This design comes from an exercise in tuning for small area and a short achievable clock period on the open sky130 flow, not from production work.
In this exercise RTL edits were held to simulation tests only and were not proved equivalent to the original.

==> inputs of job 1225 <==
## fu_mul_lat3_32b
module fu_mul_lat3_32b (
  input  logic        clk,
  input  logic        reset,
  input  logic        io_glock,
  input  logic [31:0] io_o1data,
  input  logic        io_o1load,
  input  logic [31:0] io_t1data,
  input  logic        io_t1load,
  input  logic [1:0]  io_t1opcode,
  output logic [31:0] io_r1data,
  output logic        io_r1valid
);
clock: 8.5 ns
lec_check: 0
abc_clock_period_in_ps: 4000
cap_margin: 20
core_margin: 2
core_utilization: 55
cts_cluster_size: 20
setup_slack_margin: 5.0
slew_margin: 20
synth_hierarchical: 1
synth_minimum_keep_size: 0
run.sh (not shown) runs the stock make flow with config.mk's settings and CLKGATE_MAP_FILE= SYNTH_SCRIPT=/design/flow/synth_recipe.tcl, a recipe that flattens the netlist after the stock synthesis.
==> job 5758: changes against job 1225 <==
--- a/flow/design.v
+++ b/flow/design.v
@@ -1782,18 +1782,14 @@
       s2Valid_q <= s1Valid_q;
       r1Valid_q <= s2Valid_q;
       if (s2Valid_q) r1Data_q <= s2Hi_q ? prod[63:32] : prod[31:0];
     end
   end
-  logic [67:0] s1AHold;
-  fu_mul_hold #(.W(68)) u_s1AHold (.en(trigger), .d({a3, aExt}), .q({s1A3_q, s1A_q}), .y(s1AHold));
-  always_ff @(posedge clk) begin
-    s1A_q  <= s1AHold[32:0];
-    s1A3_q <= s1AHold[67:33];
-  end
   always_ff @(posedge clk) begin
     if (trigger) begin
+      s1A_q  <= aExt;
+      s1A3_q <= a3;
       s1SB_q <= (io_t1opcode == 2'd2);
       s1Hi_q <= (io_t1opcode != 2'd0);
     end
     if (!io_glock) begin
       s2Cs_q <= s2Cs_d;
@@ -1801,12 +1797,9 @@
     end
   end
   assign io_r1data  = r1Data_q;
   assign io_r1valid = r1Valid_q;
 endmodule
-module fu_mul_hold #(parameter int W = 1) (input logic en, input logic [W-1:0] d, q, output logic [W-1:0] y);
-  assign y = en ? d : q;
-endmodule
 module fu_mul_fa (input logic a, b, c, output logic s, co);
   assign s  = a ^ b ^ c;
   assign co = (a & b) | (a & c) | (b & c);
 endmodule
- SETUP_SLACK_MARGIN: 5.0 -> 4.6
==> comparison <==
Non-clock buffer count: job 1225 is higher than job 5758 (128). Design area: job 1225 is larger than job 5758 (14%). Of job 1225 and job 5758, job 5758 has the higher sequential share of layout area (gap 4.2 points). Of job 1225 and job 5758, job 5758 has the higher count of clock-buffer cells in the layout (gap 1).

==> run C <==
fu_mul_lat3_32b, a different RTL version from the one above (not shown whole).
==> flow/config.mk <==
export PLATFORM = sky130hd
export DESIGN_NAME = fu_mul_lat3_32b
export DESIGN_NICKNAME = fu_mul_lat3_32b
export VERILOG_FILES = /design/flow/design.v
export SDC_FILE = /design/flow/constraint.sdc
export NUM_CORES = 4
export LEC_CHECK = 0
export CAP_MARGIN = 20
export CORE_MARGIN = 2
export CORE_UTILIZATION = 55
export CTS_BUF_LIST = sky130_fd_sc_hd__clkbuf_4 sky130_fd_sc_hd__clkbuf_8
export CTS_CLUSTER_SIZE = 20
export SETUP_SLACK_MARGIN = 4.6
export SLEW_MARGIN = 20
export SYNTH_HIERARCHICAL = 1
export SYNTH_MINIMUM_KEEP_SIZE = 0
==> flow/constraint.sdc <==
create_clock -name core_clock -period 8.5 [get_ports {clk}]
set_input_delay 1.7000 -clock core_clock [delete_from_list [all_inputs] [get_ports {clk}]]
set_output_delay 1.7000 -clock core_clock [all_outputs]
set_load 0.01 [all_outputs]
standard.sh (not shown) runs the stock make flow with config.mk's settings and CLKGATE_MAP_FILE= SYNTH_SCRIPT=/design/flow/synth_recipe.tcl, a recipe that flattens the netlist after the stock synthesis.
==> flow/flow/run.sh <==
#!/bin/bash
# Layout flow: the standard layout (standard.sh, unchanged synthesis and
# steps), except that the port buffers inserted before global placement are
# sky130_fd_sc_hd__buf_2 cells instead of the delay cell buffer_ports picks by
# default. Every input and output port still gets its own buffer.
# The make output goes to standard.log in this folder; the tools' own logs are
# under orfs/logs/ as standard.sh writes them.
export BUFFER_PORTS_ARGS="-buffer_cell sky130_fd_sc_hd__buf_2"
bash standard.sh > standard.log 2>&1
status=$?
tail -n 30 standard.log
exit $status
==> run B (differences from run C) <==
==> flow/config.mk (replaced) <==
export PLATFORM = sky130hd
export DESIGN_NAME = fu_mul_lat3_32b
export DESIGN_NICKNAME = fu_mul_lat3_32b
export VERILOG_FILES = /design/flow/design.v
export SDC_FILE = /design/flow/constraint.sdc
export NUM_CORES = 4
export LEC_CHECK = 0
export CAP_MARGIN = 50
export CORE_MARGIN = 2
export CORE_UTILIZATION = 55
export CTS_CLUSTER_SIZE = 20
export SETUP_SLACK_MARGIN = 4.6
export SLEW_MARGIN = 20
export SYNTH_HIERARCHICAL = 1
export SYNTH_MINIMUM_KEEP_SIZE = 0
==> run E (differences from run C) <==
--- a/flow/design.v
+++ b/flow/design.v
@@ -1780,27 +1780,34 @@
         o1Top_q <= io_o1data[31:29];
       end
       s1Valid_q <= io_t1load;
       s2Valid_q <= s1Valid_q;
       r1Valid_q <= s2Valid_q;
       if (s2Valid_q) r1Data_q <= s2Hi_q ? prod[63:32] : prod[31:0];
     end
   end
+  logic [67:0] s1AHold;
+  fu_mul_hold #(.W(68)) u_s1AHold (.en(trigger), .d({a3, aExt}), .q({s1A3_q, s1A_q}), .y(s1AHold));
+  always_ff @(posedge clk) begin
+    s1A_q  <= s1AHold[32:0];
+    s1A3_q <= s1AHold[67:33];
+  end
   always_ff @(posedge clk) begin
     if (trigger) begin
-      s1A_q  <= aExt;
-      s1A3_q <= a3;
       s1SB_q <= (io_t1opcode == 2'd2);
       s1Hi_q <= (io_t1opcode != 2'd0);
     end
     if (!io_glock) begin
       s2Cs_q <= s2Cs_d;
       s2Hi_q <= s1Hi_q;
     end
   end
   assign io_r1data  = r1Data_q;
   assign io_r1valid = r1Valid_q;
 endmodule
+module fu_mul_hold #(parameter int W = 1) (input logic en, input logic [W-1:0] d, q, output logic [W-1:0] y);
+  assign y = en ? d : q;
+endmodule
 module fu_mul_fa (input logic a, b, c, output logic s, co);
   assign s  = a ^ b ^ c;
   assign co = (a & b) | (a & c) | (b & c);
 endmodule
==> flow/config.mk (replaced) <==
export PLATFORM = sky130hd
export DESIGN_NAME = fu_mul_lat3_32b
export DESIGN_NICKNAME = fu_mul_lat3_32b
export VERILOG_FILES = /design/flow/design.v
export SDC_FILE = /design/flow/constraint.sdc
export NUM_CORES = 4
export LEC_CHECK = 0
export CAP_MARGIN = 20
export CORE_MARGIN = 2
export CORE_UTILIZATION = 55
export CTS_CLUSTER_SIZE = 20
export SETUP_SLACK_MARGIN = 4.6
export SLEW_MARGIN = 20
export SYNTH_HIERARCHICAL = 1
export SYNTH_MINIMUM_KEEP_SIZE = 0
==> run A (differences from run C) <==
==> flow/run.sh (new file) <==
#!/bin/bash
# synth_recipe.tcl (not shown) runs the flow's synth.tcl, then flattens the netlist and writes it again
# the make line also repeats each setting of config.mk as NAME=value (left out here)
make -C /OpenROAD-flow-scripts/flow DESIGN_CONFIG=/design/flow/config.mk WORK_HOME=/design/flow/orfs CLKGATE_MAP_FILE= SYNTH_SCRIPT=/design/flow/synth_recipe.tcl finish
==> flow/config.mk (replaced) <==
export PLATFORM = sky130hd
export DESIGN_NAME = fu_mul_lat3_32b
export DESIGN_NICKNAME = fu_mul_lat3_32b
export VERILOG_FILES = /design/flow/design.v
export SDC_FILE = /design/flow/constraint.sdc
export NUM_CORES = 4
export LEC_CHECK = 0
export CAP_MARGIN = 20
export CORE_MARGIN = 2
export CORE_UTILIZATION = 55
export CTS_CLUSTER_SIZE = 20
export SETUP_SLACK_MARGIN = 4.45
export SLEW_MARGIN = 20
export SYNTH_HIERARCHICAL = 1
export SYNTH_MINIMUM_KEEP_SIZE = 0
removed: flow/flow/run.sh
removed: flow/standard.sh
==> notes <==
- Sequential cell count is the same in run A and run C.
- Final cell count, highest first: run E, run B, run C, run A.
- Run E passed the timing, design-rule and antenna checks. Run C ran to the end with no violations. Run A ran to the end with no violations. Run B completed with no timing, DRC or antenna violations.
- Between run B and run E, the lower area after synthesis is in run B (gap about 1.8%, measured against run E).
- The lowest wire length belongs to run A, the highest to run B.
- In synthesized cell count, run A and run B do not differ.

re-timing with driven ports:
Ports are ideal in the flow. The routed layouts listed here were re-timed in OpenROAD.
Step 1, drivers: a clkbuf_16 drives clk and a buf_2 each remaining input, both assumed.
Step 2 also shifts input and output timing later by t, the mid clock arrival at the registers, as if the neighbouring blocks saw the same clock.
a / b / c = ideal ports / drivers / drivers and shift; a / b = the first two.
run	t (ns)	setup WS [ns]	clock arrival spread, ns	worst slew at a driven data input, ns
job 1225	0.635	4.636 / 4.636 / 4.109	0.023 / 0.023	0.06
job 5758	0.629	4.589 / 4.589 / 4.096	0.039 / 0.039	0.06
run C	0.732	4.537 / 4.537 / 4.072	0.022 / 0.022	0.04
run B	0.639	4.629 / 4.629 / 4.106	0.024 / 0.024	0.04
run E	0.635	4.598 / 4.598 / 4.115	0.031 / 0.031	0.06
run A	0.635	4.431 / 4.431 / 3.954	0.023 / 0.024	0.04
After both steps every run listed still meets setup and hold. The setup slack of job 1225, which loses most, moves by 0.000 ns with the drivers and by -0.527 ns with both steps.
